Source: an optimization exercise on an open RTL-to-GDS flow (aim: small area and a short achievable clock period). Production flows keep margins and buffers that such runs may drop.
Only simulation tests tie the RTL to the original design; equivalence was not proved.
Power figures rest on the tool's default switching activity, not on a simulated workload.

$ cat flow/config.mk
export PLATFORM = sky130hd
export DESIGN_NAME = coeff_table_loader
export DESIGN_NICKNAME = coeff_table_loader
export VERILOG_FILES = /design/flow/design.v
export SDC_FILE = /design/flow/constraint.sdc
export NUM_CORES = 4
export LEC_CHECK = 0
export CAP_MARGIN = 20
export CORE_MARGIN = 2
export CORE_UTILIZATION = 40
export SLEW_MARGIN = 20
$ cat flow/constraint.sdc
create_clock -name core_clock -period 4.0 [get_ports {clk}]
set_input_delay 0.8000 -clock core_clock [delete_from_list [all_inputs] [get_ports {clk}]]
set_output_delay 0.8000 -clock core_clock [all_outputs]
set_load 0.01 [all_outputs]
$ cat flow/run.sh
#!/bin/bash
# synth_recipe.tcl (not shown) runs the flow's synth.tcl, then flattens the netlist and writes it again
# the make line also repeats each setting of config.mk as NAME=value (left out here)
make -C /OpenROAD-flow-scripts/flow DESIGN_CONFIG=/design/flow/config.mk WORK_HOME=/design/flow/orfs CLKGATE_MAP_FILE= SYNTH_SCRIPT=/design/flow/synth_recipe.tcl finish
$ cat flow/design.v
module coeff_table_loader #(
  parameter int ADDR_W = 6,
  parameter int A_W    = 18,
  parameter int B_W    = 18,
  parameter int C_W    = 18
) (
  input  logic                     clk,
  input  logic                     rst,
  input  logic                     load_start,
  input  logic                     wr_valid,
  output logic                     wr_ready,
  input  logic [A_W+B_W+C_W-1:0]   wr_data,
  output logic                     load_busy,
  output logic                     table_valid,
  output logic                     load_err,
  input  logic                     rd_en,
  input  logic [ADDR_W-1:0]        rd_addr,
  output logic                     rd_valid,
  output logic [A_W-1:0]           a,
  output logic [B_W-1:0]           b,
  output logic [C_W-1:0]           c
);
  localparam int DEPTH = 2**ADDR_W;
  localparam int REC_W = A_W + B_W + C_W;
  localparam logic [ADDR_W-1:0] LAST_ADDR = ADDR_W'(DEPTH - 1);
  typedef enum logic [1:0] {S_IDLE, S_LOAD, S_CHECK} state_t;
  state_t             state, state_nxt;
  logic [ADDR_W-1:0]  wr_addr;
  logic [REC_W-1:0]   mem [DEPTH];
  logic               rec_beat_p0;
  logic               rec_last_p0;
  logic               rd_hit_p0;
  assign rec_beat_p0 = (state == S_LOAD) && wr_valid && !load_start;
  assign rec_last_p0 = rec_beat_p0 && (wr_addr == LAST_ADDR);
  assign rd_hit_p0   = rd_en && table_valid;
  always_ff @(posedge clk or posedge rst) begin
    if (rst) state <= S_IDLE;
    else     state <= state_nxt;
  end
  always_comb begin
    state_nxt = state;
    wr_ready  = 1'b0;
    load_busy = (state != S_IDLE);
    case (state)
      S_IDLE: begin
        if (load_start) state_nxt = S_LOAD;
      end
      S_LOAD: begin
        wr_ready = 1'b1;
        if (load_start) begin
          state_nxt = S_LOAD;
        end else if (rec_last_p0) begin
          state_nxt = S_CHECK;
        end
      end
      S_CHECK: begin
        wr_ready = 1'b1;
        if (load_start)    state_nxt = S_LOAD;
        else if (wr_valid) state_nxt = S_IDLE;
      end
      default: state_nxt = S_IDLE;
    endcase
  end
  logic [REC_W-1:0] acc;
  logic             err_q;
  always_ff @(posedge clk or posedge rst) begin
    if (rst) begin
      wr_addr     <= '0;
      acc         <= '0;
      table_valid <= 1'b0;
      err_q       <= 1'b0;
    end else if (load_start) begin
      wr_addr     <= '0;
      acc         <= '0;
      table_valid <= 1'b0;
      err_q       <= 1'b0;
    end else if (rec_beat_p0) begin
      wr_addr     <= wr_addr + ADDR_W'(1);
      acc         <= acc ^ wr_data;
    end else if ((state == S_CHECK) && wr_valid) begin
      table_valid <= (wr_data == acc);
      err_q       <= (wr_data != acc);
    end
  end
  assign load_err = err_q;
  always_ff @(posedge clk) begin
    if (rec_beat_p0) mem[wr_addr] <= wr_data;
  end
  always_ff @(posedge clk or posedge rst) begin
    if (rst) begin
      rd_valid <= 1'b0;
      a        <= '0;
      b        <= '0;
      c        <= '0;
    end else begin
      rd_valid <= rd_hit_p0;
      if (rd_hit_p0) {a, b, c} <= mem[rd_addr];
    end
  end
endmodule
==> impl_metrics.json, run 1 <==
{
  "status": "complete, no violations",
  "regArea_sq_um": 107000,
  "path_cells": "inv_1, ha_1, and2_2, nor2b_1, nand2_1, nor2_4, buf_4",
  "synth_compound_area_share_pct": 2.88,
  "synthesis.area_sq_um": 138000,
  "multi_input_area_sq_um": 30000,
  "ys.flop_type": "edfxtp_1",
  "synth_warnings": 1,
  "power_density_nw_per_um2": 500,
  "grt_max_degree": 74,
  "synth-simple-area-share_pct": 1.88,
  "synthAdderAreaFrac_pct": 0.0453,
  "crit_path_start_kind": "flop",
  "synth-xor-area-share_pct": 0.710,
  "async_reset_ff_share_pct": 3.33,
  "ctsHtreeMaxLevel": 5,
  "die_h_um": 592,
  "postSynthAreaPerCell_sq_um": 20.4,
  "tightest_slew_ns": 1.14,
  "holdWs_ns": 0.228,
  "clk_path_buf_depth": 4,
  "port_buffers": 123,
  "slew_headroom_pct": 23.8,
  "criticalPathCategory": "reg -> reg",
  "clk_latency_ns": 0.96,
  "max_freq_mhz": 292,
  "area_delta_synth_final_pct": 16.2,
  "post-dp-hpwl_um": 217000,
  "initial_core_util_pct": 40.2,
  "p_leak_nw": 53.3,
  "overflow": 0,
  "wirelength_um": 394000,
  "finalInstanceArea_sq_um": 160000,
  "firstDrtPassIters": 8,
  "fin_ws_ns": 0.576,
  "cts_resized": 0,
  "synth_top_family_by_area": "multiplexers",
  "cts_buffers": 365,
  "grt_usage_pct": 22.2,
  "dr_total_vias": 70871,
  "synth_edf_count": 3456,
  "vdd_drop_max_mv": 0.372,
  "dieArea_sq_um": 350000,
  "clkSinkCount": 3575,
  "via_per_inst": 5.84,
  "routedWlPerCell_um": 32.5,
  "hold_viol_final": 0,
  "cap_violations": 0,
  "stdcell_count": 12127,
  "yosysUniqueCellTypes": 44,
  "cts_tree": "done",
  "drt_first_iter_violations": 8381,
  "postCtsSetupBuffers": 0,
  "gp_congestion": 0.812,
  "drive_gt1_share_pct": 20.4,
  "final_common_cell": "edfxtp_1",
  "drv_slew": 0,
  "syn_inst": 6770,
  "post-place-cells": 11439,
  "ant_nets": 0,
  "layout_min_cycle_time_ns": 3.42,
  "syn_nets": 6840,
  "die_w_um": 592,
  "fin_crit_sh_pct": 85.6,
  "final-setup-viol-count": 0,
  "rsz0062_at_grt": "no",
  "dp_slack_ns": 0.327,
  "clk_pin_slew_ns": 0.06,
  "mostFrequentLayoutCells": "edfxtp_1, mux2i_1, mux4_2",
  "synthMuxAreaShare_pct": 15.8,
  "cts_hold_buf": 0,
  "critical-path-max-stage-delay_ns": 0.80,
  "core_area_sq_um": 344000,
  "seq_area_frac_synth_pct": 77.3,
  "cp_max_fo": 7,
  "hold_class": "in -> reg",
  "ctsRootBufferMaster": "clkbuf_16",
  "worst_path_max_delay_cell": "nor2_4",
  "cp.arrival_ns": 4.05,
  "place_area_sq_um": 148000,
  "grt_pass1_wl_um": 549000,
  "nNetsFinal": 7320,
  "drc": 0,
  "cp.required_ns": 4.63,
  "yosys_register_bits": 3575,
  "antenna_found_initial": 22,
  "end_kind": "flop",
  "fin_skew_ns": 0.0507,
  "ios": 124,
  "n_fill_cell": 28199,
  "grt_pass1_vias": 70474,
  "num_rows": 215
}
[Yosys cell counts (all sizes together), types with 2 or more instances]
master | instances | area share (%)
clkbuf | 137 | 0.37
a22oi | 217 | 1.2
o21ai | 56 | 0.20
a21oi | 110 | 0.40
o211ai | 3 | 0.016
a221o | 53 | 0.38
xor2 | 57 | 0.36
nand2b | 3 | 0.014
or2 | 2 | 0.0091
buf | 249 | 1.1
inv | 7 | 0.019
edfxtp | 3456 | 75
mux4 | 486 | 7.9
or3 | 2 | 0.0091
nand2 | 172 | 0.47
ha | 5 | 0.045
nor2 | 131 | 0.36
nand3b | 2 | 0.011
nor2b | 7 | 0.032
nor4 | 3 | 0.014
nand3 | 168 | 0.61
nand4 | 71 | 0.32
and2 | 2 | 0.0091
xnor2 | 55 | 0.35
a22o | 53 | 0.34
dfrtp | 119 | 2.2
a221oi | 54 | 0.34
mux2i | 1080 | 7.8
[state kept, by name, summed over array words and instances, names as in the netlist]
name and cells:
acc 54, err_q 1, a 18, mem 3456
c 18, state 2, rd_valid 1, b 18
wr_addr 6, table_valid 1
[worst max-delay path: cells and delay by family (launching register included)]
kind | cells | cell delay (ns)
and+or+nand+nor | 4 | 1.83
buffers and inverters | 2 | 0.39
adders and majority gates | 1 | 0.46
DFF | 1 | 0.41
[final cells by class]
cell class              count  area share (%)
flip-flops and latches   3575            66.5
multi-input cells        2802            18.7
clock buffers             467            6.13
repair buffers            499            3.62
well taps                4557            3.55
clock inverters           207            1.48
inverters                   7          0.0226
diodes                     13          0.0203
[where the power goes]
part | switching [mW] | internal [mW] | total [mW] | leakage, nW
sequential | 0.141 | 41.3 | 41.4 | 32.7
combinational | 2.81 | 1.55 | 4.36 | 14.7
clock | 14.5 | 19.9 | 34.4 | 5.91
[logic make-up (layout without fill, tap and decap cells)]
family	count (synthesis)	after routing
compound gates	549	549
xor+xnor	112	112
fa+ha+maj	5	5
buf+inv	393	1180
flops	3575	3575
mux	1567	1567
other cells	0	13
simple gates	569	569
[stage by stage]
step / power [mW] / utilization (%) / TNS, ns
finish: 80.2 / 46.7 / 0
global route: 82.4 / 46.7 / 0
CTS: 80.7 / 46.7 / 0
detailed placement: 46.6 / 43.2 / 0
global placement: 46.5 / 43.2 / 0
floorplan: 44.6 / - / -1332.06
[metal layers]
metal / share of wire [%] / GRT usage (%) / vias up / routed length [um]
met5: 0.0086 / 0 / - / 34
met2: 47 / 35.7 / 3138 / 187000
met4: 3.0 / 6.30 / 6 / 11700
li1: - / - / 28827 / -
met1: 41 / 31.2 / 38310 / 162000
met3: 8.5 / 4.05 / 590 / 33600
[path summary, 6_finish.rpt]
kind                       startpoint     endpoint  slack (ns)  cells after the start
max                          state[1]  mem[20][25]        0.58                      7
min                        wr_data[4]   mem[28][4]        0.23                      1
max reg2reg                  state[1]  mem[20][25]        0.58                      7
min reg2reg                     err_q        err_q        0.54                      1
max in group asynchronous         rst        a[12]        2.80                      3
min in group asynchronous         rst      acc[17]        0.35                      2
==> run 2: changes to the inputs <==
==> flow/design.v (replaced) <==
module coeff_table_loader #(
  parameter int ADDR_W = 6,
  parameter int A_W    = 18,
  parameter int B_W    = 18,
  parameter int C_W    = 18
) (
  input  logic                     clk,
  input  logic                     rst,
  input  logic                     load_start,
  input  logic                     wr_valid,
  output logic                     wr_ready,
  input  logic [A_W+B_W+C_W-1:0]   wr_data,
  output logic                     load_busy,
  output logic                     table_valid,
  output logic                     load_err,
  input  logic                     rd_en,
  input  logic [ADDR_W-1:0]        rd_addr,
  output logic                     rd_valid,
  output logic [A_W-1:0]           a,
  output logic [B_W-1:0]           b,
  output logic [C_W-1:0]           c
);
  localparam int DEPTH = 2**ADDR_W;
  localparam int REC_W = A_W + B_W + C_W;
  logic               busy, chk;
  logic [ADDR_W-1:0]  wr_addr;
  logic [REC_W-1:0]   mem [DEPTH];
  logic               in_load;
  logic               rec_beat;
  logic               rd_hit;
  assign in_load  = busy && !chk;
  assign rec_beat = in_load && wr_valid && !load_start;
  assign rd_hit   = rd_en && table_valid;
  assign wr_ready  = busy;
  assign load_busy = busy;
  logic [REC_W-1:0] acc;
  logic [REC_W-1:0] acc_x;
  logic             err_q;
  assign acc_x = acc ^ wr_data;
  always_ff @(posedge clk or posedge rst) begin
    if (rst) begin
      busy        <= 1'b0;
      chk         <= 1'b0;
      wr_addr     <= '0;
      table_valid <= 1'b0;
      err_q       <= 1'b0;
    end else if (load_start) begin
      busy        <= 1'b1;
      chk         <= 1'b0;
      wr_addr     <= '0;
      table_valid <= 1'b0;
      err_q       <= 1'b0;
    end else if (rec_beat) begin
      wr_addr     <= wr_addr + ADDR_W'(1);
      if (&wr_addr) chk <= 1'b1;
    end else if (chk && wr_valid) begin
      busy        <= 1'b0;
      chk         <= 1'b0;
      table_valid <= ~|acc_x;
      err_q       <= |acc_x;
    end
  end
  always_ff @(posedge clk) begin
    if (load_start)    acc <= '0;
    else if (rec_beat) acc <= acc_x;
  end
  assign load_err = err_q;
  for (genvar k = 0; k < DEPTH; k++) begin : g_row
    always_ff @(posedge clk) begin
      if (in_load && (wr_addr == ADDR_W'(k))) mem[k] <= wr_data;
    end
  end
  logic [DEPTH-1:0] rsel;
  logic [REC_W-1:0] rd_nxt;
  for (genvar k = 0; k < DEPTH; k++) begin : g_rsel
    assign rsel[k] = (rd_addr == ADDR_W'(k));
  end
  always_comb begin
    rd_nxt = '0;
    for (int k = 0; k < DEPTH; k++) rd_nxt = rd_nxt | (mem[k] & {REC_W{rsel[k]}});
  end
  always_ff @(posedge clk or posedge rst) begin
    if (rst) begin
      rd_valid  <= 1'b0;
      {a, b, c} <= '0;
    end else begin
      rd_valid <= rd_hit;
      if (rd_hit) {a, b, c} <= rd_nxt;
    end
  end
endmodule
==> run 2 against run 1 <==
Still clean. Critical path type is now in -> reg. Largest power group unchanged. Highest routed layer unchanged. Power shrank 2.5%. Routed wire length grew 55%. Synthesized cell count grew 5.2%. Critical endpoint is now b[5].
==> impl_metrics.json, run 2 <==
{
  "status": "complete, no violations",
  "clk_pin_slew_ns": 0.06,
  "p_comb_share_pct": 3.5,
  "vdd_drop_max_mv": 0.337,
  "ios": 124,
  "synthAdderAreaFrac_pct": 0.0385,
  "power.internal_mw": 61.4,
  "dp_slack_ns": -0.352,
  "num_rows": 209,
  "mostFrequentLayoutCells": "edfxtp_1, a22oi_1, buf_4",
  "cp.depth": 11,
  "postSynthAreaPerCell_sq_um": 18.2,
  "min_from": "wr_data[43]",
  "synth_compound_area_share_pct": 10.2,
  "die_h_um": 574,
  "grt_usage_pct": 36.2,
  "async_reset_ff_share_pct": 1.82,
  "seq_power_share_pct": 52.8,
  "ctsRootBufferMaster": "clkbuf_16",
  "core_area_sq_um": 324000,
  "end_kind": "flop",
  "rr_endpoint": "mem[7][35]",
  "ctsHtreeMaxLevel": 5,
  "criticalPathCategory": "in -> reg",
  "min_to": "mem[56][43]",
  "power_density_nw_per_um2": 506,
  "post-place-cells": 11789,
  "routedWlPerCell_um": 48.9,
  "grt_max_degree": 66,
  "cts_resized": 0,
  "drt_first_iter_violations": 22099,
  "hold_viol_final": 0,
  "pwr-share-clk_pct": 43.7,
  "drv_slew": 0,
  "rr_startpoint": "busy",
  "r2r_slack_ns": 0.61,
  "regArea_sq_um": 106000,
  "cap_violations": 0,
  "die_w_um": 574,
  "cp.arrival_ns": 4.38,
  "grt_pass1_wl_um": 784000,
  "cp_common_cell": "buf_4",
  "slew_headroom_pct": 13.7,
  "rsz0062_at_grt": "no",
  "nNetsFinal": 7895,
  "synth_top_family_by_area": "compound AO/OA/AOI/OAI gates",
  "ant_nets": 0,
  "clk_path_buf_depth": 4,
  "top_register": "mem",
  "dr_total_vias": 88903,
  "final_common_cell": "edfxtp_1",
  "synth_commonest_cells": "edfxtp_1, a22oi_1, nand4_1, nand2_1, nor2_1",
  "area_delta_synth_final_pct": 18.9,
  "drc": 0,
  "tightest_slew_ns": 1.28,
  "n_fill_cell": 26948,
  "multi_input_area_sq_um": 22500,
  "p_leak_nw": 49.2,
  "hold-path-cell-count": 1,
  "initial_core_util_pct": 40.2,
  "max_freq_mhz": 274,
  "final-setup-viol-count": 0,
  "grt_pass1_vias": 79754,
  "firstDrtPassIters": 6,
  "cp.required_ns": 4.73,
  "reg_top3": "mem (3456), acc (54)",
  "clk_latency_ns": 0.93,
  "cts_buffers": 359,
  "syn_nets": 7193,
  "cts_tree": "done",
  "yosysTopAreaCellShare_pct": 79.8,
  "synth.largest_area_cell": "edfxtp_1",
  "synth_warnings": 2,
  "fin_ws_ns": 0.354,
  "postCtsSetupBuffers": 0,
  "synthesis.area_sq_um": 130000,
  "final_util_pct": 47.8,
  "synth-xor-area-share_pct": 0.755,
  "seq_area_frac_synth_pct": 81.9,
  "gp_congestion": 0.935,
  "synth-simple-area-share_pct": 4.85,
  "hold_class": "in -> reg",
  "synthMuxAreaShare_pct": 0.658,
  "antenna_found_initial": 60,
  "overflow": 0,
  "yosysUniqueCellTypes": 72,
  "swShare_pct": 21.5,
  "yosys_register_bits": 3575,
  "syn_inst": 7124,
  "path_cells": "buf_2, buf_4, nand4bb_2, nor2_4, buf_4, a2111oi_0, buf_4, nand3_1, nor4_1, buf_4, a41oi_1",
  "dieArea_sq_um": 330000,
  "path_delay_family": "buffers and inverters",
  "layout_min_cycle_time_ns": 3.65,
  "largest_register_ff_count": 3456,
  "fin_skew_ns": 0.0593,
  "cp_max_fo": 16,
  "stdcell_count": 12495,
  "cts_hold_buf": 0,
  "fin_crit_sh_pct": 91.1,
  "synth_edf_count": 3456,
  "worst_path_max_delay_cell": "a2111oi_0",
  "synth_most_common_cell": "edfxtp_1",
  "port_buffers": 123,
  "p_switching_mw": 16.8,
  "synth_area_leaders": "edfxtp_1, a22oi_1, nand4_1",
  "rr_worst_depth": 4,
  "critPathBufInv": 5,
  "critical-path-max-stage-delay_ns": 0.59,
  "clkSinkCount": 3575,
  "ys.flop_type": "edfxtp_1",
  "drive_gt1_share_pct": 17.4,
  "via_per_inst": 7.12,
  "crit_path_start_kind": "primary input",
  "wirelength_um": 612000,
  "post-dp-hpwl_um": 338000
}
==> run 2: through the flow <==
step                power (mW)  setup TNS, ns  hold WS [ns]  area (sq um)
floorplan                 42.9        -135.62         0.498        130000
global placement          44.7          -1.93         0.512        143000
detailed placement        44.7          -1.21         0.520        143000
CTS                       77.8              0         0.249        154000
global route              79.4              0         0.257        155000
finish                    78.3              0         0.287        155000
==> run 2: final cells by class <==
cell class              instances  share of cell area, %
inverters                       4                 0.0146
flip-flops and latches       3575                   68.9
multi-input cells            3125                   14.5
diodes                         49                 0.0793
clock inverters               173                   1.12
clock buffers                 483                   6.47
repair buffers                761                   5.42
well taps                    4325                   3.50
==> run 2: metal layers <==
layer | GRT usage [%] | wire [um] | vias up
li1 | - | - | 31190
met1 | 47.0 | 201000 | 45141
met2 | 51.8 | 256000 | 10380
met3 | 13.0 | 108000 | 2156
met4 | 22.2 | 46400 | 36
met5 | 0 | 244 | -
==> run 2: power by group through the flow <==
stage / logic (mW) / clock network, mW / registers, mW
3_5_place_dp: 2.56 / 0 / 42.2
6_report: 2.74 / 34.2 / 41.4
5_1_grt: 2.70 / 35.4 / 41.4
4_1_cts: 2.57 / 33.9 / 41.4
2_1_floorplan: 0.750 / 0 / 42.2
3_3_place_gp: 2.52 / 0 / 42.1
==> run 2: cells by family after synthesis <==
group / after synthesis
compound gates: 1754
simple gates: 1172
flops: 3575
xor+xnor: 112
fa+ha+maj: 4
mux: 83
buf+inv: 424
==> run 2: worst register-to-register path: cells and delay by family, from the launching register on <==
family	cells	cell delay, ns
simple gates	3	2.23
buf+inv	1	0.36
flops	1	0.42
==> run 2: worst max-delay path by stage <==
stage / slack [ns] / from / endpoint
after floorplan: -0.24 / busy / mem[4][0]
after global placement: -0.32 / rd_addr[5] / a[9]
after detailed placement: -0.35 / rd_addr[1] / a[8]
after CTS: 0.57 / rd_addr[1] / b[5]
after global routing: 0.41 / rd_addr[1] / a[14]
final: 0.35 / rd_addr[1] / b[5]
==> run 3: changes to the inputs <==
--- a/flow/config.mk
+++ b/flow/config.mk
@@ -7,5 +7,9 @@
 export LEC_CHECK = 0
+export ABC_CLOCK_PERIOD_IN_PS = 2500
 export CAP_MARGIN = 20
 export CORE_MARGIN = 2
-export CORE_UTILIZATION = 40
+export CORE_UTILIZATION = 60
+export CTS_CLUSTER_DIAMETER = 100
+export CTS_CLUSTER_SIZE = 30
+export SETUP_SLACK_MARGIN = 1.6
 export SLEW_MARGIN = 20
==> run 3 against run 2 <==
Clock skew fell by 0.021 ns. Via count rose by 0.16%. Maximum frequency rose by 44%. Critical path type unchanged. Largest cell class unchanged. Highest routed layer unchanged.
==> impl_metrics.json, run 3 <==
{
  "die_w_um": 469,
  "ctsRootBufferMaster": "clkbuf_16",
  "area_delta_synth_final_pct": 15.2,
  "top_register": "mem",
  "cts_tree": "done",
  "synth.largest_area_cell": "edfxtp_1",
  "overflow": 0,
  "power_density_nw_per_um2": 421,
  "synth_most_common_cell": "edfxtp_1",
  "async_reset_ff_share_pct": 1.82,
  "swShare_pct": 21.9,
  "grt_max_degree": 66,
  "yosys_register_bits": 3575,
  "max_freq_mhz": 394,
  "dieArea_sq_um": 220000,
  "nNetsFinal": 7922,
  "clk_pin_slew_ns": 0.11,
  "fin_skew_ns": 0.0383,
  "worst_path_max_delay_cell": "nor2_4",
  "cts_hold_buf": 0,
  "cp.arrival_ns": 3.32,
  "slew_headroom_pct": 17.4,
  "reg_top3": "mem (3456), acc (54)",
  "syn_inst": 7124,
  "drc": 0,
  "cts_buffers": 139,
  "die_h_um": 469,
  "dp_slack_ns": -0.135,
  "ctsHtreeMaxLevel": 4,
  "ios": 124,
  "p_leak_nw": 47.7,
  "hold_class": "in -> reg",
  "grt_pass1_wl_um": 759000,
  "end_kind": "flop",
  "fin_crit_sh_pct": 63.5,
  "drt_first_iter_violations": 23678,
  "drv_slew": 0,
  "cp.required_ns": 4.78,
  "path_delay_family": "buffers and inverters",
  "finalInstanceArea_sq_um": 150000,
  "synthesis.area_sq_um": 130000,
  "initial_core_util_pct": 60.5,
  "fin_ws_ns": 1.46,
  "gp_congestion": 0.965,
  "clkSinkCount": 3575,
  "tightest_slew_ns": 1.23,
  "firstDrtPassIters": 7,
  "largest_register_ff_count": 3456,
  "yosysUniqueCellTypes": 72,
  "layout_min_cycle_time_ns": 2.54,
  "wirelength_um": 599000,
  "p_switching_mw": 13.8,
  "grt_usage_pct": 53.3,
  "synth_edf_count": 3456,
  "status": "complete, no violations",
  "drive_gt1_share_pct": 18.2,
  "seq_power_share_pct": 65.6,
  "total_power_mw": 63.0,
  "synth_area_leaders": "edfxtp_1, a22oi_1, nand4_1",
  "num_rows": 170,
  "routedWlPerCell_um": 55.2,
  "critPathBufInv": 6,
  "cp_max_fo": 20,
  "clk_path_buf_depth": 3,
  "p_comb_share_pct": 4.7,
  "mostFrequentLayoutCells": "edfxtp_1, a22oi_1, buf_4",
  "critical-path-max-stage-delay_ns": 0.54,
  "path_cells": "buf_12, buf_6, nand2b_4, buf_12, buf_12, nor2_4, clkbuf_16, buf_4, a22oi_1, nand4_1, nor4_1, a31oi_1",
  "final-setup-viol-count": 0,
  "grt_pass1_vias": 78649,
  "final_common_cell": "edfxtp_1",
  "pwr-share-clk_pct": 29.7,
  "core_area_sq_um": 215000,
  "cp_common_cell": "buf_12",
  "dr_total_vias": 89048,
  "criticalPathCategory": "in -> reg",
  "postSynthAreaPerCell_sq_um": 18.2,
  "syn_nets": 7193,
  "synth_warnings": 2,
  "hold_viol_final": 0,
  "via_per_inst": 8.21,
  "seq_area_frac_synth_pct": 81.9,
  "rsz0062_at_grt": "yes",
  "antenna_found_initial": 51,
  "post-dp-hpwl_um": 332000,
  "ys.flop_type": "edfxtp_1",
  "synth_commonest_cells": "edfxtp_1, a22oi_1, nand4_1, nand2_1, nor2_1",
  "clk_latency_ns": 0.88,
  "ant_nets": 0,
  "yosysTopAreaCellShare_pct": 79.8,
  "power.internal_mw": 49.2,
  "place_area_sq_um": 141000,
  "cap_violations": 0,
  "crit_path_start_kind": "primary input",
  "port_buffers": 123,
  "vdd_drop_max_mv": 0.478
}
run 3: area by class of cell:
type,instances,area [sq um]
clock buffers,236,4020
repair buffers,1008,11900
well taps,2838,3550
multi-input cells,3125,23400
clock inverters,16,244
inverters,4,20.0
flip-flops and latches,3575,107000
fillers,13758,65300
diodes,42,105
run 3: kinds of logic (layout without fill, tap and decap cells):
group                      count (synthesis)  in the layout  share of synthesized area (%)
AOI/OAI and AO/OA                       1754           1754                           10.2
xor gates and xnor gates                 112            112                          0.755
adders and majority gates                  4              4                         0.0385
buffers and inverters                    424           1264                           1.58
DFF                                     3575           3575                           81.9
muxes                                     83             83                          0.658
other                                      0             42                              0
and+or+nand+nor                         1172           1172                           4.85
run 3: per-layer routing:
| metal | track usage (%) | vias up | part of all wire [%] |
|---|---|---|---|
| li1 | - | 31000 | - |
| met1 | 70.5 | 44505 | 31 |
| met2 | 72.1 | 11024 | 40 |
| met3 | 23.9 | 2473 | 20 |
| met4 | 33.7 | 46 | 8.4 |
| met5 | 0 | - | 0.053 |
run 3: what timing repair did:
item                       in CTS  in global routing
gates resized for setup       362                134
pin swaps                      52                 27
buffers inserted              138                 56
gates cloned                   13                 11
setup endpoints to repair    2469                661
run 3: final timing paths:
check	startpoint	to	slack, ns	depth (start not counted)
min in group asynchronous	rst	busy	0.40	2
max in group asynchronous	rst	c[11]	2.81	3
worst max register to register	chk	mem[4][43]	1.49	6
worst min register to register	a[0]	a[0]	0.54	1
worst min-delay path	wr_data[39]	mem[43][39]	0.30	1
worst max-delay path	rd_addr[0]	a[7]	1.46	12
run 3: stage by stage:
stage | instances | setup TNS [ns] | hold slack [ns] | util, %
after floorplan | 7124 | 0 | 0.498 | -
after global placement | 10327 | -6.34 | 0.512 | 65.6
after detailed placement | 10332 | -0.402 | 0.517 | 65.7
after CTS | 10735 | 0 | 0.258 | 68.9
after global routing | 10806 | 0 | 0.264 | 69.6
final | 10844 | 0 | 0.300 | 69.6
run 3: power by group through the flow:
stage               registers (mW)  clock network, mW  logic, mW
floorplan                     42.1                  0      0.762
global placement              42.1                  0       2.49
detailed placement            42.2                  0       2.53
CTS                           41.3               18.4       2.69
global route                  41.3               19.6       2.89
finish                        41.3               18.7       2.96
==> run 4: changes to the inputs <==
--- a/flow/design.v
+++ b/flow/design.v
@@ -24,3 +24,3 @@
   localparam int REC_W = A_W + B_W + C_W;
-  logic               busy, chk;
+  logic               busy, ld, chk;
   logic [ADDR_W-1:0]  wr_addr;
@@ -30,3 +30,3 @@
   logic               rd_hit;
-  assign in_load  = busy && !chk;
+  assign in_load  = ld;
   assign rec_beat = in_load && wr_valid && !load_start;
@@ -42,2 +42,3 @@
       busy        <= 1'b0;
+      ld          <= 1'b0;
       chk         <= 1'b0;
@@ -48,2 +49,3 @@
       busy        <= 1'b1;
+      ld          <= 1'b1;
       chk         <= 1'b0;
@@ -54,3 +56,6 @@
       wr_addr     <= wr_addr + ADDR_W'(1);
-      if (&wr_addr) chk <= 1'b1;
+      if (&wr_addr) begin
+        ld  <= 1'b0;
+        chk <= 1'b1;
+      end
     end else if (chk && wr_valid) begin
@@ -67,5 +72,6 @@
   assign load_err = err_q;
-  for (genvar k = 0; k < DEPTH; k++) begin : g_row
-    always_ff @(posedge clk) begin
-      if (in_load && (wr_addr == ADDR_W'(k))) mem[k] <= wr_data;
+  always_ff @(posedge clk) begin
+    if (rec_beat) begin
+      mem[0] <= wr_data;
+      for (int k = 1; k < DEPTH; k++) mem[k] <= mem[k-1];
     end
@@ -75,7 +81,17 @@
   for (genvar k = 0; k < DEPTH; k++) begin : g_rsel
-    assign rsel[k] = (rd_addr == ADDR_W'(k));
+    assign rsel[k] = (rd_addr == ADDR_W'(DEPTH-1-k));
   end
+  logic [REC_W-1:0] or1 [DEPTH/4];
+  logic [REC_W-1:0] or2 [DEPTH/16];
   always_comb begin
+    for (int i = 0; i < DEPTH/4; i++) begin
+      or1[i] = '0;
+      for (int j = 0; j < 4; j++) or1[i] = or1[i] | (mem[4*i+j] & {REC_W{rsel[4*i+j]}});
+    end
+    for (int i = 0; i < DEPTH/16; i++) begin
+      or2[i] = '0;
+      for (int j = 0; j < 4; j++) or2[i] = or2[i] | or1[4*i+j];
+    end
     rd_nxt = '0;
-    for (int k = 0; k < DEPTH; k++) rd_nxt = rd_nxt | (mem[k] & {REC_W{rsel[k]}});
+    for (int i = 0; i < DEPTH/16; i++) rd_nxt = rd_nxt | or2[i];
   end
--- a/flow/config.mk
+++ b/flow/config.mk
@@ -7,3 +7,2 @@
 export LEC_CHECK = 0
-export ABC_CLOCK_PERIOD_IN_PS = 2500
 export CAP_MARGIN = 20
@@ -11,5 +10,5 @@
 export CORE_UTILIZATION = 60
-export CTS_CLUSTER_DIAMETER = 100
-export CTS_CLUSTER_SIZE = 30
-export SETUP_SLACK_MARGIN = 1.6
+export CTS_CLUSTER_DIAMETER = 90
+export CTS_CLUSTER_SIZE = 24
+export SETUP_SLACK_MARGIN = 1.7
 export SLEW_MARGIN = 20
==> run 4 against run 3 <==
Sequential power rose by 4%. Worst hold slack got worse by 0.048 ns. Combinational power increased by 2%. Critical path depth shrank 3. First-iteration DRC count down 22%. Clock skew decreased by 0.017 ns. Clock-buffer cell count is 45 higher. Clock power is 7% higher. Synthesized cell count down 1.1%. Register-to-register slack gained 0.19 ns. Critical path type unchanged. Critical endpoint is now b[8]. Largest power group unchanged.
==> impl_metrics.json, run 4 <==
{
  "status": "complete, no violations",
  "clkSinkCount": 3576,
  "synth_commonest_cells": "edfxtp_1, a22oi_1, nand4_1, nand2_1, buf_2",
  "die_h_um": 469,
  "rsz0062_at_grt": "yes",
  "via_per_inst": 7.87,
  "max_freq_mhz": 408,
  "antenna_found_initial": 45,
  "drc": 0,
  "post-place-cells": 10154,
  "synth_most_common_cell": "edfxtp_1",
  "ctsRootBufferMaster": "clkbuf_16",
  "vdd_drop_max_mv": 0.622,
  "ctsHtreeMaxLevel": 4,
  "overflow": 0,
  "top_layer": "met5",
  "gp_congestion": 0.961,
  "area_delta_synth_final_pct": 13.7,
  "ys.flop_type": "edfxtp_1",
  "num_rows": 170,
  "wl_met2_um": 211000,
  "criticalPathCategory": "in -> reg",
  "yosysTopAreaCellShare_pct": 80.1,
  "cp-startpoint": "rd_addr[1]",
  "rr_worst_depth": 7,
  "final-setup-viol-count": 0,
  "syn_nets": 7115,
  "synth.largest_area_cell": "edfxtp_1",
  "cts_tree": "done",
  "dieArea_sq_um": 220000,
  "firstDrtPassIters": 9,
  "grt_pass1_wl_um": 655000,
  "hold_class": "in -> async",
  "initial_core_util_pct": 60.3,
  "wl_met1_um": 167000,
  "final_util_pct": 68.6,
  "p_leak_nw": 46.0,
  "cp.arrival_ns": 3.17,
  "grt_usage_pct": 44.8,
  "tightest_slew_ns": 1.18,
  "ant_nets": 0,
  "rr_startpoint": "table_valid",
  "nNetsFinal": 7720,
  "layout_min_cycle_time_ns": 2.45,
  "post-dp-hpwl_um": 305000,
  "yosys_register_bits": 3576,
  "drt_first_iter_violations": 18534,
  "synth_area_leaders": "edfxtp_1, a22oi_1, nand4_1",
  "r2r_slack_ns": 1.68,
  "dp_slack_ns": 0.226,
  "end_kind": "flop",
  "routedWlPerCell_um": 46.9,
  "dr_total_vias": 83913,
  "crit_path_start_kind": "primary input",
  "wl_met3_um": 90100,
  "stdcell_count": 10662,
  "fin_skew_ns": 0.0216,
  "die_w_um": 469,
  "clk_pin_slew_ns": 0.10,
  "async_reset_ff_share_pct": 1.85,
  "clk_path_buf_depth": 3,
  "fin_crit_sh_pct": 61.3,
  "drv_slew": 0,
  "mostFrequentLayoutCells": "edfxtp_1, a22oi_1, buf_4",
  "hold_viol_final": 0,
  "cp_max_fo": 18,
  "ios": 124,
  "synthesis.area_sq_um": 130000,
  "reg_top3": "mem (3456), acc (54)",
  "seq_area_frac_synth_pct": 82.2,
  "wirelength_um": 500000,
  "port_buffers": 123,
  "top_register": "mem",
  "setup_tns_ns": 0,
  "cap_violations": 0,
  "slew_headroom_pct": 20.9,
  "postSynthAreaPerCell_sq_um": 18.4,
  "core_area_sq_um": 215000,
  "largest_register_ff_count": 3456,
  "fin_ws_ns": 1.55,
  "cp.required_ns": 4.72,
  "power_density_nw_per_um2": 449,
  "final_common_cell": "edfxtp_1",
  "synth_warnings": 4,
  "cts_buffers": 168,
  "n_fill_cell": 14073,
  "cts_hold_buf": 0,
  "grt_max_degree": 86,
  "synth_edf_count": 3456,
  "drive_gt1_share_pct": 15.3,
  "clk_latency_ns": 0.85,
  "syn_inst": 7049,
  "yosysUniqueCellTypes": 65,
  "grt_pass1_vias": 76407
}
[run 4: cell count changes after synthesis, sizes merged, moves of 14 or more]
cell    before   now
nor4        89   114
a22oi     1361  1424
clkbuf     114   163
mux2        20    34
buf        306   246
a221oi      58    15
a31oi       25    39
xor2        58    87
xnor2       54    26
a22o        80    64
nand3       64    80
nor2       224   160
[run 4: layout make-up]
| class | count | area [sq um] | share of cell area (%) |
|---|---|---|---|
| sequential | 3576 | 107000 | 72.4 |
| multi-input combinational | 3062 | 22200 | 15.1 |
| timing repair buffer | 844 | 9850 | 6.69 |
| clock buffer | 281 | 4800 | 3.26 |
| tap | 2838 | 3550 | 2.41 |
| clock inverter | 10 | 138 | 0.0935 |
| antenna | 49 | 123 | 0.0833 |
| inverter | 2 | 15.0 | 0.0102 |
[run 4: logic make-up (layout without fill, tap and decap cells)]
logic type / count (synthesis) / in the layout / synth area share [%]
AO/OA/AOI/OAI: 1745 / 1745 / 10.1
XOR/XNOR: 113 / 113 / 0.764
adder cells (fa/ha/maj): 1 / 1 / 0.00966
buffers and inverters: 411 / 1137 / 1.47
flip-flops: 3576 / 3576 / 82.2
multiplexers: 85 / 85 / 0.690
other: 0 / 49 / 0
AND/OR/NAND/NOR: 1118 / 1118 / 4.72
[run 4: final timing paths]
path | to
setup / recovery | b[8]
hold / removal | b[4]
setup reg to reg | c[10]
hold reg to reg | mem[6][38]
max in group asynchronous | a[8]
min in group core_clock | mem[6][38]
[run 4: power breakdown]
part	internal (mW)	total, mW	switching [mW]	leakage [nW]
registers	42.2	43.0	0.776	31.3
logic	0.919	3.01	2.09	12.3
clock network	8.33	20.1	11.7	2.36
total	51.5	66.1	14.6	46.0
[run 4: timing repair]
item                       4_1_cts  5_1_grt
setup endpoints to repair     1178       71
resized for setup              384      109
gates cloned                     7        6
pin swaps                       23       24
setup buffers                   91       64
[run 4: through the flow]
step | power (mW) | hold WS [ns] | instance area (sq um)
finish | 66.1 | 0.253 | 147000
global route | 67.3 | 0.235 | 147000
CTS | 65.7 | 0.205 | 146000
detailed placement | 46.5 | 0.424 | 140000
global placement | 46.4 | 0.420 | 139000
floorplan | 47.5 | 0.417 | 130000
[run 4: critical path, cell delays in order]
cell       delay (ns)
buf_12           0.14
buf_4            0.29
nor4bb_4         0.23
buf_12           0.16
and3_1           0.18
a2111oi_1        0.63
nand3_1          0.20
nor4_1           0.31
a41oi_1          0.15
[run 4: layer usage]
layer | track usage [%] | vias to the layer above
li1 | - | 30591
met1 | 63.2 | 42440
met2 | 63.0 | 9081
met3 | 15.0 | 1767
met4 | 22.4 | 34
met5 | 0.130 | -
==> run 5: changes to the inputs <==
--- a/flow/config.mk
+++ b/flow/config.mk
@@ -9,3 +9,3 @@
 export CORE_MARGIN = 2
-export CORE_UTILIZATION = 60
+export CORE_UTILIZATION = 70
 export CTS_CLUSTER_DIAMETER = 90
==> run 5 against run 4 <==
Still clean on timing, DRC and antenna. Maximum frequency shrank 2.7%. Critical path depth shrank 1. Clock-buffer cell count shrank 3. Clock power shrank 2%. Sequential share of layout area grew 1.0 points. Via count grew 0.77%. Die area shrank 14%. Core utilization grew 11 points. Clock skew grew 0.015 ns. Register-to-register slack is essentially flat. Critical endpoint is now a[10]. Largest power group unchanged.
==> impl_metrics.json, run 5 <==
{
  "post-place-cells": 9684,
  "rsz0062_at_grt": "yes",
  "crit_path_start_kind": "primary input",
  "post-dp-hpwl_um": 286000,
  "largest_register_ff_count": 3456,
  "final_util_pct": 79.1,
  "p_leak_nw": 45.2,
  "ctsHtreeMaxLevel": 4,
  "total_power_mw": 65.5,
  "holdWs_ns": 0.392,
  "nNetsFinal": 7590,
  "setup_tns_ns": 0,
  "synth_warnings": 4,
  "cts_buffers": 167,
  "ant_nets": 0,
  "synth-xor-area-share_pct": 0.764,
  "area_delta_synth_final_pct": 12.1,
  "cp.depth": 8,
  "num_rows": 157,
  "hold_viol_final": 0,
  "stdcell_count": 10189,
  "hold_class": "in -> async",
  "gp_congestion": 0.978,
  "dieArea_sq_um": 188000,
  "firstDrtPassIters": 7,
  "port_buffers": 123,
  "antenna_found_initial": 41,
  "clk_pin_slew_ns": 0.10,
  "path_delay_family": "simple AND/OR/NAND/NOR gates",
  "critPathBufInv": 2,
  "ctsRootBufferMaster": "clkbuf_16",
  "core_area_sq_um": 183000,
  "postSynthAreaPerCell_sq_um": 18.4,
  "synthMuxAreaShare_pct": 0.690,
  "fin_ws_ns": 1.48,
  "initial_core_util_pct": 70.6,
  "seq_area_frac_synth_pct": 82.2,
  "yosysTopAreaCellShare_pct": 80.1,
  "synthesis.area_sq_um": 130000,
  "path_cells": "buf_16, nor2b_4, buf_4, a22o_1, a22oi_1, nand4_1, nor4_1, a31oi_1",
  "synthAdderAreaFrac_pct": 0.00966,
  "yosys_register_bits": 3576,
  "grt_max_degree": 144,
  "wirelength_um": 476000,
  "synth_edf_count": 3456,
  "drive_gt1_share_pct": 13.6,
  "async_reset_ff_share_pct": 1.85,
  "syn_nets": 7115,
  "reg_top3": "mem (3456), acc (54)",
  "max_freq_mhz": 397,
  "power_density_nw_per_um2": 451,
  "rr_startpoint": "table_valid",
  "synth_area_leaders": "edfxtp_1, a22oi_1, nand4_1",
  "yosysUniqueCellTypes": 65,
  "cp_max_fo": 19,
  "final_common_cell": "edfxtp_1",
  "criticalPathCategory": "in -> reg",
  "die_h_um": 434,
  "final-setup-viol-count": 0,
  "end_kind": "flop",
  "rr_worst_depth": 7,
  "fin_skew_ns": 0.0369,
  "routedWlPerCell_um": 46.7,
  "die_w_um": 434,
  "grt_pass1_vias": 77080,
  "synth-simple-area-share_pct": 4.72,
  "cp.arrival_ns": 3.31,
  "layout_min_cycle_time_ns": 2.52,
  "worst_path_max_delay_cell": "nor2b_4",
  "synth.largest_area_cell": "edfxtp_1",
  "grt_pass1_wl_um": 630000,
  "dr_total_vias": 84561,
  "drt_first_iter_violations": 19624,
  "mostFrequentLayoutCells": "edfxtp_1, a22oi_1, buf_4",
  "status": "complete, no violations",
  "slew_headroom_pct": 8.59,
  "rr_endpoint": "c[15]",
  "cp.required_ns": 4.79,
  "critical-path-max-stage-delay_ns": 1.13,
  "grt_usage_pct": 50.3,
  "syn_inst": 7049,
  "synth_most_common_cell": "edfxtp_1",
  "ios": 124,
  "vdd_drop_max_mv": 0.448,
  "synth_compound_area_share_pct": 10.1,
  "via_per_inst": 8.30,
  "drv_slew": 0,
  "synth_top_family_by_area": "compound AO/OA/AOI/OAI gates",
  "finalInstanceArea_sq_um": 145000,
  "fin_crit_sh_pct": 63.0,
  "cap_violations": 0,
  "clk_path_buf_depth": 3,
  "overflow": 0,
  "drc": 0,
  "clkSinkCount": 3576,
  "r2r_slack_ns": 1.69,
  "place_area_sq_um": 138000,
  "clk_latency_ns": 0.89,
  "dp_slack_ns": 0.165,
  "top_register": "mem",
  "cts_tree": "done",
  "ys.flop_type": "edfxtp_1",
  "synth_commonest_cells": "edfxtp_1, a22oi_1, nand4_1, nand2_1, buf_2",
  "tightest_slew_ns": 1.37
}
[run 5: cell counts after synthesis]
No cell type changed its count.
[run 5: logic make-up after synthesis]
kind of cell / count (synthesis)
DFF: 3576
buffers and inverters: 411
muxes: 85
xor gates and xnor gates: 113
and+or+nand+nor: 1118
adders and majority gates: 1
AOI/OAI and AO/OA: 1745
[run 5: routing by layer]
metal  track usage, %  share of wire [%]
met2             67.2                 40
met3             22.8                 21
met4             31.2                8.3
met5                0              0.047
met1             67.8                 30
[run 5: report_power, final]
group          total, mW  leakage [nW]  switching [mW]  internal [mW]
logic               2.84          11.5            2.05          0.792
clock network       19.7          2.33            11.5           8.24
registers           43.0          31.3           0.772           42.2
[run 5: worst register-to-register path, cell delays in order (launching register included)]
cell     delay, ns
dfrtp_1       0.37
buf_4         0.15
nand2_8       0.23
buf_12        0.40
inv_4         0.16
buf_12        0.47
nor2_1        0.24
a31oi_1       0.22
[run 5: what timing repair did]
action                     4_1_cts  5_1_grt
cloned                           9        7
pin swaps                       28       16
setup buffers                   98       21
setup endpoints to repair      115      198
resized for setup              368       75
hold buffers                     0        0
[run 5: worst max-delay path by stage]
stage / start / endpoint / slack [ns]
2_1_floorplan: load_start / mem[0][0] / -48.50
3_3_place_gp: rd_addr[2] / a[9] / 0.30
3_5_place_dp: rd_addr[1] / a[14] / 0.17
4_1_cts: b[7] / b[7] / 1.65
5_1_grt: b[7] / b[7] / 1.64
6_report: rd_addr[5] / a[10] / 1.48
[run 5: area by class of cell]
| type | instances | area (sq um) |
|---|---|---|
| Sequential cell | 3576 | 107000 |
| Fill cell | 9706 | 38300 |
| Multi-Input combinational cell | 3063 | 22100 |
| Timing Repair Buffer | 714 | 8400 |
| Clock buffer | 278 | 4750 |
| Tap cell | 2464 | 3080 |
| Antenna cell | 82 | 205 |
| Clock inverter | 10 | 114 |
| Inverter | 2 | 15.0 |
==> run 6: changes to the inputs <==
--- a/flow/config.mk
+++ b/flow/config.mk
@@ -9,5 +9,5 @@
 export CORE_MARGIN = 2
-export CORE_UTILIZATION = 70
-export CTS_CLUSTER_DIAMETER = 90
-export CTS_CLUSTER_SIZE = 24
+export CORE_UTILIZATION = 60
+export CTS_CLUSTER_DIAMETER = 100
+export CTS_CLUSTER_SIZE = 28
 export SETUP_SLACK_MARGIN = 1.7
==> run 6 against run 5 <==
Clock power fell by 5%. Largest power group unchanged. Critical path depth rose by 2. Worst hold slack worse by 0.14 ns. Setup slack better by 0.086 ns. Power decreased by 1.3%. Critical endpoint is now c[13]. Synthesized cell count unchanged. Sequential share of layout area shrank 0.62 points. Register-to-register slack about the same. Combinational power rose by 5%. Via count shrank 1.3%. The layout now fails its checks (antenna violations).
==> impl_metrics.json, run 6 <==
{
  "violations": "antenna violations",
  "overflow": 0,
  "core_area_sq_um": 215000,
  "cp.arrival_ns": 3.21,
  "antenna_found_initial": 48,
  "cp-startpoint": "rd_addr[5]",
  "cp.required_ns": 4.77,
  "grt_usage_pct": 44.9,
  "r2r_slack_ns": 1.68,
  "drv_slew": 0,
  "cap_violations": 0,
  "die_h_um": 469,
  "synth_area_leaders": "edfxtp_1, a22oi_1, nand4_1",
  "cts_hold_buf": 0,
  "cp.depth": 10,
  "synth.largest_area_cell": "edfxtp_1",
  "yosys_register_bits": 3576,
  "area_delta_synth_final_pct": 13.0,
  "cts_tree": "done",
  "ant_nets": 1,
  "clk_latency_ns": 0.85,
  "rr_startpoint": "table_valid",
  "regArea_sq_um": 107000,
  "ctsRootBufferMaster": "clkbuf_16",
  "holdWs_ns": 0.251,
  "end_kind": "flop",
  "path_delay_family": "buffers and inverters",
  "firstDrtPassIters": 9,
  "drive_gt1_share_pct": 14.9,
  "place_area_sq_um": 140000,
  "fin_crit_sh_pct": 60.8,
  "synthesis.area_sq_um": 130000,
  "critical-path-max-stage-delay_ns": 0.59,
  "mostFrequentLayoutCells": "edfxtp_1, a22oi_1, buf_4",
  "rsz0062_at_grt": "yes",
  "initial_core_util_pct": 60.3,
  "cp-endpoint": "c[13]",
  "critPathBufInv": 4,
  "setup_tns_ns": 0,
  "fin_skew_ns": 0.0214,
  "n_fill_cell": 14174,
  "nNetsFinal": 7691,
  "cts_buffers": 146,
  "yosysTopAreaCellShare_pct": 80.1,
  "power_density_nw_per_um2": 442,
  "post-place-cells": 10154,
  "path_cells": "buf_12, buf_6, nand2b_4, buf_6, nor3_4, buf_4, a22oi_1, nand4_1, nor4_1, a31oi_1",
  "largest_register_ff_count": 3456,
  "grt_pass1_vias": 76174,
  "layout_min_cycle_time_ns": 2.43,
  "grt_pass1_wl_um": 656000,
  "final_util_pct": 68.2,
  "fin_ws_ns": 1.57,
  "worst_path_max_delay_cell": "buf_4",
  "hold_class": "in -> async",
  "final_common_cell": "edfxtp_1",
  "postSynthAreaPerCell_sq_um": 18.4,
  "dp_slack_ns": 0.226,
  "stdcell_count": 10622,
  "synth_most_common_cell": "edfxtp_1",
  "die_w_um": 469,
  "crit_path_start_kind": "primary input",
  "slew_headroom_pct": 26.6,
  "async_reset_ff_share_pct": 1.85,
  "tightest_slew_ns": 1.10,
  "routedWlPerCell_um": 47.1,
  "drt_first_iter_violations": 18486,
  "synth_edf_count": 3456,
  "final-setup-viol-count": 0,
  "num_rows": 170,
  "ios": 124,
  "cp_common_cell": "buf_6",
  "yosysUniqueCellTypes": 65,
  "finalInstanceArea_sq_um": 146000,
  "clk_pin_slew_ns": 0.11,
  "drc": 0,
  "gp_congestion": 0.961,
  "clkSinkCount": 3576,
  "criticalPathCategory": "in -> reg",
  "p_leak_nw": 45.6,
  "rr_endpoint": "a[11]",
  "syn_nets": 7115,
  "rr_worst_depth": 6,
  "seq_area_frac_synth_pct": 82.2,
  "ctsHtreeMaxLevel": 4,
  "multi_input_area_sq_um": 22100,
  "grt_max_degree": 86,
  "synth_warnings": 4,
  "dr_total_vias": 83463,
  "wirelength_um": 501000,
  "hold_viol_final": 0,
  "reg_top3": "mem (3456), acc (54)",
  "clk_path_buf_depth": 3,
  "post-dp-hpwl_um": 305000,
  "status": "finished with violations",
  "port_buffers": 123,
  "syn_inst": 7049,
  "ys.flop_type": "edfxtp_1",
  "top_register": "mem",
  "via_per_inst": 7.86,
  "max_freq_mhz": 411,
  "synth_commonest_cells": "edfxtp_1, a22oi_1, nand4_1, nand2_1, buf_2",
  "vdd_drop_max_mv": 0.456,
  "cp_max_fo": 14,
  "total_power_mw": 64.7,
  "dieArea_sq_um": 220000
}
[run 6: cell counts after synthesis]
No cell type changed its count.
[run 6: worst min path at each step]
stage	cells past startpoint	slack (ns)	from	to
floorplan	0	0.42	mem[9][41]	mem[10][41]
global route	2	0.24	rst	b[4]
global placement	0	0.42	mem[51][50]	mem[52][50]
finish	2	0.25	rst	c[17]
CTS	2	0.22	rst	b[4]
detailed placement	0	0.42	mem[29][15]	mem[30][15]
[run 6: cells by family (layout without fill, tap and decap cells)]
| group | count (synthesis) | in the layout | share of synthesized area (%) |
|---|---|---|---|
| buffers and inverters | 411 | 1087 | 1.47 |
| adders and majority gates | 1 | 1 | 0.00966 |
| and+or+nand+nor | 1118 | 1118 | 4.72 |
| other | 0 | 59 | 0 |
| DFF | 3576 | 3576 | 82.2 |
| AOI/OAI and AO/OA | 1745 | 1745 | 10.1 |
| muxes | 85 | 85 | 0.690 |
| xor gates and xnor gates | 113 | 113 | 0.764 |
[run 6: cell type report]
type,count,share of cell area [%]
flip-flops and latches,3576,72.8
multi-input cells,3062,15.1
repair buffers,837,6.67
clock buffers,240,2.87
well taps,2838,2.43
diodes,59,0.101
clock inverters,8,0.0504
inverters,2,0.0103
[run 6: per-layer routing]
layer	part of all wire [%]	global-route usage, %	vias up
met5	0.090	0.584	-
met3	18	15.4	1769
met1	33	63.1	42301
met4	6.6	23.1	37
met2	42	62.7	8873
li1	-	-	30483
[run 6: what timing repair did]
action / CTS / global route
setup buffers: 102 / 43
endpoints found under the setup margin: 1241 / 66
resized for setup: 394 / 72
gates cloned: 11 / 5
pin swaps: 24 / 15
[run 6: power breakdown]
part / total [mW] / internal, mW / switching, mW
registers: 43.0 / 42.2 / 0.778
clock network: 18.7 / 7.35 / 11.3
logic: 2.99 / 0.903 / 2.09
total: 64.7 / 50.5 / 14.2
[run 6: worst reg2reg max path, cell delays in order (launching register included)]
cell and delay, ns:
dfrtp_1 0.47, nand2_8 0.22, buf_12 0.28, inv_4 0.41, buf_12 0.50, nor2_1 0.17, a41oi_1 0.19
==> run 7: changes to the inputs <==
--- a/flow/design.v
+++ b/flow/design.v
@@ -80,5 +80,3 @@
   logic [REC_W-1:0] rd_nxt;
-  for (genvar k = 0; k < DEPTH; k++) begin : g_rsel
-    assign rsel[k] = (rd_addr == ADDR_W'(DEPTH-1-k));
-  end
+  coeff_table_rdec #(.ADDR_W(ADDR_W)) u_rdec (.addr(rd_addr), .sel(rsel));
   logic [REC_W-1:0] or1 [DEPTH/4];
@@ -107 +105,11 @@
 endmodule
+module coeff_table_rdec #(
+  parameter int ADDR_W = 6
+) (
+  input  logic [ADDR_W-1:0]    addr,
+  output logic [2**ADDR_W-1:0] sel
+);
+  for (genvar k = 0; k < 2**ADDR_W; k++) begin : g_sel
+    assign sel[k] = (addr == ADDR_W'(2**ADDR_W-1-k));
+  end
+endmodule
--- a/flow/config.mk
+++ b/flow/config.mk
@@ -10,5 +10,7 @@
 export CORE_UTILIZATION = 60
-export CTS_CLUSTER_DIAMETER = 100
-export CTS_CLUSTER_SIZE = 28
+export CTS_CLUSTER_DIAMETER = 90
+export CTS_CLUSTER_SIZE = 24
 export SETUP_SLACK_MARGIN = 1.7
 export SLEW_MARGIN = 20
+export SYNTH_HIERARCHICAL = 1
+export SYNTH_MINIMUM_KEEP_SIZE = 0
==> run 7 against run 6 <==
The run now finishes clean. Setup slack better by 0.058 ns. Sequential cell count unchanged. Routed wire length down 7.0%. Critical path depth down 9. Register-to-register slack about the same. Sequential share of layout area up 0.51 points. First-iteration DRC count down 12%. Synthesized cell count down 5.3%. Largest cell class unchanged. Critical path type is now reg -> out. Cell count down 3.9%. Global-route usage down 3.3 points. Worst hold slack better by 0.097 ns.
==> impl_metrics.json, run 7 <==
{
  "ys.flop_type": "edfxtp_1",
  "rsz0062_at_grt": "yes",
  "cts_tree": "done",
  "dp_slack_ns": -0.0310,
  "synthesis.area_sq_um": 128000,
  "hold_class": "in -> async",
  "syn_inst": 6678,
  "via_per_inst": 7.75,
  "initial_core_util_pct": 60.3,
  "ios": 124,
  "clk_path_buf_depth": 3,
  "gp_congestion": 0.925,
  "port_buffers": 123,
  "path_delay_family": "flip-flops",
  "grt_pass1_vias": 72721,
  "crit_path_start_kind": "flop",
  "synth_commonest_cells": "edfxtp_1, a22oi_1, nand4_1, nor2_1, buf_2",
  "ctsRootBufferMaster": "clkbuf_16",
  "p_leak_nw": 44.2,
  "critical-path-max-stage-delay_ns": 0.53,
  "synth_area_leaders": "edfxtp_1, a22oi_1, nand4_1",
  "grt_max_degree": 112,
  "status": "complete, no violations",
  "die_w_um": 466,
  "yosys_register_bits": 3576,
  "synth.largest_area_cell": "edfxtp_1",
  "layout_min_cycle_time_ns": 2.38,
  "r2r_slack_ns": 1.69,
  "clk_latency_ns": 0.89,
  "largest_register_ff_count": 3456,
  "cap_violations": 0,
  "fin_ws_ns": 1.62,
  "ctsHtreeMaxLevel": 4,
  "cp_max_fo": 2,
  "core_area_sq_um": 212000,
  "cp.arrival_ns": 1.58,
  "rr_startpoint": "table_valid",
  "rr_worst_depth": 7,
  "slew_headroom_pct": 41.6,
  "die_h_um": 466,
  "seq_area_frac_synth_pct": 83.3,
  "drc": 0,
  "fin_crit_sh_pct": 59.4,
  "wirelength_um": 466000,
  "drive_gt1_share_pct": 15.5,
  "yosysUniqueCellTypes": 42,
  "nNetsFinal": 7315,
  "cp.required_ns": 3.20,
  "cts_hold_buf": 0,
  "overflow": 0,
  "synth_warnings": 10,
  "cts_buffers": 167,
  "fin_skew_ns": 0.0280,
  "reg_top3": "mem (3456), acc (54)",
  "area_delta_synth_final_pct": 13.8,
  "drt_first_iter_violations": 16271,
  "final_common_cell": "edfxtp_1",
  "power_density_nw_per_um2": 447,
  "hold_viol_final": 0,
  "syn_nets": 6744,
  "worst_path_max_delay_cell": "dfrtp_2",
  "post-dp-hpwl_um": 281000,
  "synth_edf_count": 3456,
  "criticalPathCategory": "reg -> out",
  "grt_pass1_wl_um": 610000,
  "tightest_slew_ns": 0.872,
  "top_register": "mem",
  "critPathBufInv": 1,
  "dr_total_vias": 79038,
  "antenna_found_initial": 19,
  "dieArea_sq_um": 217000,
  "end_kind": "output port",
  "postSynthAreaPerCell_sq_um": 19.1,
  "setup_tns_ns": 0,
  "mostFrequentLayoutCells": "edfxtp_1, a22oi_1, buf_4",
  "num_rows": 169,
  "drv_slew": 0,
  "clkSinkCount": 3576,
  "final-setup-viol-count": 0,
  "synth_most_common_cell": "edfxtp_1",
  "routedWlPerCell_um": 45.6,
  "yosysTopAreaCellShare_pct": 81.2,
  "grt_usage_pct": 41.6,
  "rr_endpoint": "b[8]",
  "vdd_drop_max_mv": 0.453,
  "async_reset_ff_share_pct": 1.85,
  "clk_pin_slew_ns": 0.09,
  "max_freq_mhz": 421,
  "firstDrtPassIters": 7,
  "path_cells": "buf_6",
  "ant_nets": 0
}
-- run 7: repair_timing --
item                       4_1_cts  5_1_grt
pin swaps                       17       33
gates resized for setup        374       96
setup buffers                   77       75
setup endpoints to repair      113      372
gates cloned                     5       19
-- run 7: cell families after synthesis --
| logic type | synth area share [%] |
|---|---|
| XOR/XNOR | 0.774 |
| adder cells (fa/ha/maj) | 0.00979 |
| AND/OR/NAND/NOR | 3.32 |
| AO/OA/AOI/OAI | 11.0 |
| buffers and inverters | 1.51 |
| flip-flops | 83.3 |
-- run 7: worst max-delay path by stage --
stage	slack, ns	cells after the start	start	to
2_1_floorplan	-48.50	3	load_start	mem[0][0]
3_3_place_gp	-0.05	10	rd_addr[4]	c[17]
3_5_place_dp	-0.03	10	rd_addr[4]	c[17]
4_1_cts	1.59	1	a[11]	a[11]
5_1_grt	1.62	1	a[11]	a[11]
6_report	1.62	1	a[11]	a[11]
-- run 7: final cells by class --
type	count	area, sq um
fillers	13850	66500
inverters	2	17.5
clock buffers	275	4750
diodes	23	57.6
repair buffers	821	10100
clock inverters	5	41.3
multi-input cells	2681	20300
well taps	2821	3530
flip-flops and latches	3576	107000
-- run 7: per-stage QoR --
stage	instances	area [sq um]	util [%]	total power, mW	hold slack, ns
finish	10204	145000	68.6	65.0	0.348
global placement	9723	138000	65.0	45.9	0.428
detailed placement	9725	138000	65.1	46.0	0.433
floorplan	6678	128000	-	47.3	0.426
global route	10184	145000	68.6	66.4	0.363
CTS	10087	144000	67.8	64.8	0.323
-- run 7: where the power goes --
| part | internal [mW] | switching [mW] | leakage [nW] |
|---|---|---|---|
| clock | 8.21 | 11.5 | 2.29 |
| sequential | 42.2 | 0.773 | 31.3 |
| combinational | 0.706 | 1.66 | 10.6 |
| total | 51.1 | 13.9 | 44.2 |
-- run 7: per-layer routing --
layer	track usage [%]	part of all wire (%)
met3	12.0	17
met2	59.9	43
met1	60.0	34
met4	18.0	5.6
met5	0.769	0.074
==> run 8: changes to the inputs <==
--- a/flow/config.mk
+++ b/flow/config.mk
@@ -9,3 +9,3 @@
 export CORE_MARGIN = 2
-export CORE_UTILIZATION = 60
+export CORE_UTILIZATION = 70
 export CTS_CLUSTER_DIAMETER = 90
==> run 8 against run 7 <==
Still clean. Global-route usage rose by 6.1 points. Non-clock buffer count is 169 higher. Via count increased by 2.7%. Critical path type is now in -> reg. Highest routed layer unchanged.
==> impl_metrics.json, run 8 <==
{
  "yosys_register_bits": 3576,
  "clk_path_buf_depth": 3,
  "firstDrtPassIters": 8,
  "synth_most_common_cell": "edfxtp_1",
  "synth_commonest_cells": "edfxtp_1, a22oi_1, nand4_1, nor2_1, buf_2",
  "grt_pass1_vias": 74908,
  "top_register": "mem",
  "yosysTopAreaCellShare_pct": 81.2,
  "grt_pass1_wl_um": 599000,
  "dp_slack_ns": 0.00353,
  "stdcell_count": 9922,
  "cts_buffers": 167,
  "largest_register_ff_count": 3456,
  "drt_first_iter_violations": 18205,
  "nNetsFinal": 7483,
  "ctsHtreeMaxLevel": 4,
  "status": "complete, no violations",
  "clk_latency_ns": 0.90,
  "synth_warnings": 10,
  "syn_inst": 6678,
  "cp_common_cell": "buf_12",
  "worst_path_max_delay_cell": "nor2_4",
  "post-dp-hpwl_um": 271000,
  "wirelength_um": 458000,
  "drv_slew": 0,
  "n_fill_cell": 8888,
  "area_delta_synth_final_pct": 15.4,
  "fin_ws_ns": 1.49,
  "num_rows": 156,
  "routedWlPerCell_um": 46.2,
  "cts_tree": "done",
  "postSynthAreaPerCell_sq_um": 19.1,
  "hold_viol_final": 0,
  "slew_headroom_pct": 34.2,
  "synthesis.area_sq_um": 128000,
  "drc": 0,
  "tightest_slew_ns": 0.988,
  "dr_total_vias": 81171,
  "fin_skew_ns": 0.0519,
  "setup_tns_ns": 0,
  "max_freq_mhz": 399,
  "hold_class": "reg -> reg",
  "cp.arrival_ns": 3.31,
  "criticalPathCategory": "in -> reg",
  "seq_area_frac_synth_pct": 83.3,
  "antenna_found_initial": 31,
  "synth_edf_count": 3456,
  "synth.largest_area_cell": "edfxtp_1",
  "yosysUniqueCellTypes": 42,
  "cts_hold_buf": 0,
  "cp.required_ns": 4.80,
  "overflow": 0,
  "die_h_um": 431,
  "dieArea_sq_um": 186000,
  "final-setup-viol-count": 0,
  "fin_crit_sh_pct": 62.7,
  "clk_pin_slew_ns": 0.09,
  "syn_nets": 6744,
  "post-place-cells": 9317,
  "crit_path_start_kind": "primary input",
  "p_leak_nw": 45.4,
  "final_common_cell": "edfxtp_1",
  "cap_violations": 0,
  "cp_max_fo": 10,
  "ys.flop_type": "edfxtp_1",
  "clkSinkCount": 3576,
  "path_cells": "buf_12, buf_12, nand4bb_4, buf_6, nor2_4, buf_12, buf_4, a22o_1, a221oi_2, nand4_1, o32a_1",
  "power_density_nw_per_um2": 441,
  "layout_min_cycle_time_ns": 2.51,
  "end_kind": "flop",
  "ctsRootBufferMaster": "clkbuf_16",
  "vdd_drop_max_mv": 0.524,
  "ios": 124,
  "initial_core_util_pct": 70.6,
  "reg_top3": "mem (3456), acc (54)",
  "core_area_sq_um": 181000,
  "async_reset_ff_share_pct": 1.85,
  "mostFrequentLayoutCells": "edfxtp_1, a22oi_1, buf_4",
  "die_w_um": 431,
  "gp_congestion": 0.968,
  "rsz0062_at_grt": "yes",
  "port_buffers": 123,
  "via_per_inst": 8.18,
  "drive_gt1_share_pct": 18.8,
  "grt_usage_pct": 47.7,
  "critical-path-max-stage-delay_ns": 0.64,
  "synth_area_leaders": "edfxtp_1, a22oi_1, nand4_1",
  "grt_max_degree": 87,
  "ant_nets": 0
}
[run 8: final timing paths]
path	startpoint	end	slack, ns	depth (start not counted)
worst max register to register	table_valid	a[14]	1.65	6
min in group asynchronous	rst	a[1]	0.50	2
worst max-delay path	rd_addr[5]	b[15]	1.49	11
worst min-delay path	mem[46][30]	mem[47][30]	0.44	0
worst min register to register	mem[46][30]	mem[47][30]	0.44	0
max in group asynchronous	rst	a[5]	2.49	3
[run 8: final cells by class]
cell class                 count  area (sq um)  area share [%]
clock inverter                 3          36.3          0.0246
sequential                  3576        107000            72.2
antenna                       26          65.1          0.0441
tap                         2370          2970            2.01
clock buffer                 275          4760            3.23
inverter                       2          17.5          0.0119
timing repair buffer         990         12200            8.29
multi-input combinational   2680         20900            14.2
[run 8: cells by family (layout without fill, tap and decap cells)]
kind of cell	Yosys count	count (layout)	share of synthesized area (%)
compound gates	1787	1787	11.0
xor+xnor	113	113	0.774
fa+ha+maj	1	1	0.00979
buf+inv	422	1270	1.51
flops	3576	3576	83.3
other cells	0	26	0
simple gates	779	779	3.32
[run 8: report_power, final]
group	switching (mW)	internal, mW	total [mW]
Sequential	0.794	42.2	43.0
Clock	11.3	8.22	19.6
Combinational	1.70	0.800	2.50
Total	13.8	51.2	65.1
[run 8: critical path: cells and delay by family]
family                 cells  cell delay, ns
buffers and inverters      5            0.99
AND/OR/NAND/NOR            3            1.01
AO/OA/AOI/OAI              3            0.45
[run 8: metal layers]
| layer | up-vias | track usage, % | share of wire (%) |
|---|---|---|---|
| met4 | 25 | 27.1 | 8.1 |
| li1 | 29697 | - | - |
| met5 | - | 0 | 0.062 |
| met3 | 2083 | 18.6 | 20 |
| met2 | 9808 | 66.8 | 42 |
| met1 | 39558 | 64.9 | 30 |
[run 8: repair_timing]
| item | 4_1_cts | 5_1_grt |
|---|---|---|
| resized for setup | 409 | 227 |
| setup buffers | 156 | 110 |
| setup endpoints to repair | 1250 | 70 |
| pin swaps | 41 | 93 |
| cloned | 16 | 19 |
[run 8: through the flow]
| stage | area, sq um | hold WS (ns) | power [mW] | utilization (%) |
|---|---|---|---|---|
| after floorplan | 128000 | 0.426 | 47.3 | - |
| after global placement | 138000 | 0.427 | 45.9 | 76.0 |
| after detailed placement | 138000 | 0.433 | 46.0 | 76.0 |
| after CTS | 145000 | 0.445 | 64.6 | 80.0 |
| after global routing | 147000 | 0.453 | 66.1 | 81.4 |
| final | 148000 | 0.443 | 65.1 | 81.4 |

==> afterwards: timing with drivers on the ports <==
The results above use ideal ports. As a check the final layouts listed here were re-extracted and re-timed, cells and wires unchanged.
Step 1: set_driving_cell puts a clkbuf_16 on clk and a buf_2 on each other input, an assumption about the parent block.
Step 2 adds t to the input delays and takes it off the output delays; t is the mean of the earliest and latest rising clock arrival at the registers after step 1. Input paths then give back, and output paths get back, about the clock's delay inside the block.
Slacks: ideal ports / drivers / drivers and shift; pairs: ideal ports / drivers.
run	t (ns)	slack for setup (ns)	worst setup path at the end	clock arrival spread, ns	worst slew at a driven data input, ns
run 1	1.023	0.576 / 0.576 / 0.281	input to register	0.059 / 0.059	0.30
run 2	1.012	0.354 / 0.406 / -0.606	input to register	0.070 / 0.070	0.30
run 3	0.975	1.461 / 1.350 / 0.375	input to register	0.044 / 0.044	0.43
run 4	0.943	1.548 / 1.409 / 0.466	input to register	0.035 / 0.035	0.37
run 5	0.966	1.481 / 1.488 / 0.522	input to register	0.046 / 0.046	0.20
run 6	0.936	1.566 / 1.581 / 0.645	input to register	0.030 / 0.030	0.12
run 7	0.962	1.624 / 1.530 / 0.691	input to register	0.038 / 0.038	0.15
run 8	0.968	1.492 / 1.446 / 0.478	input to register	0.053 / 0.054	0.24
Met with ideal ports but missed after step 2: setup timing in run 2. For run 3, which loses most, drivers alone change the setup slack by -0.111 ns; drivers and shift together by -1.086 ns.
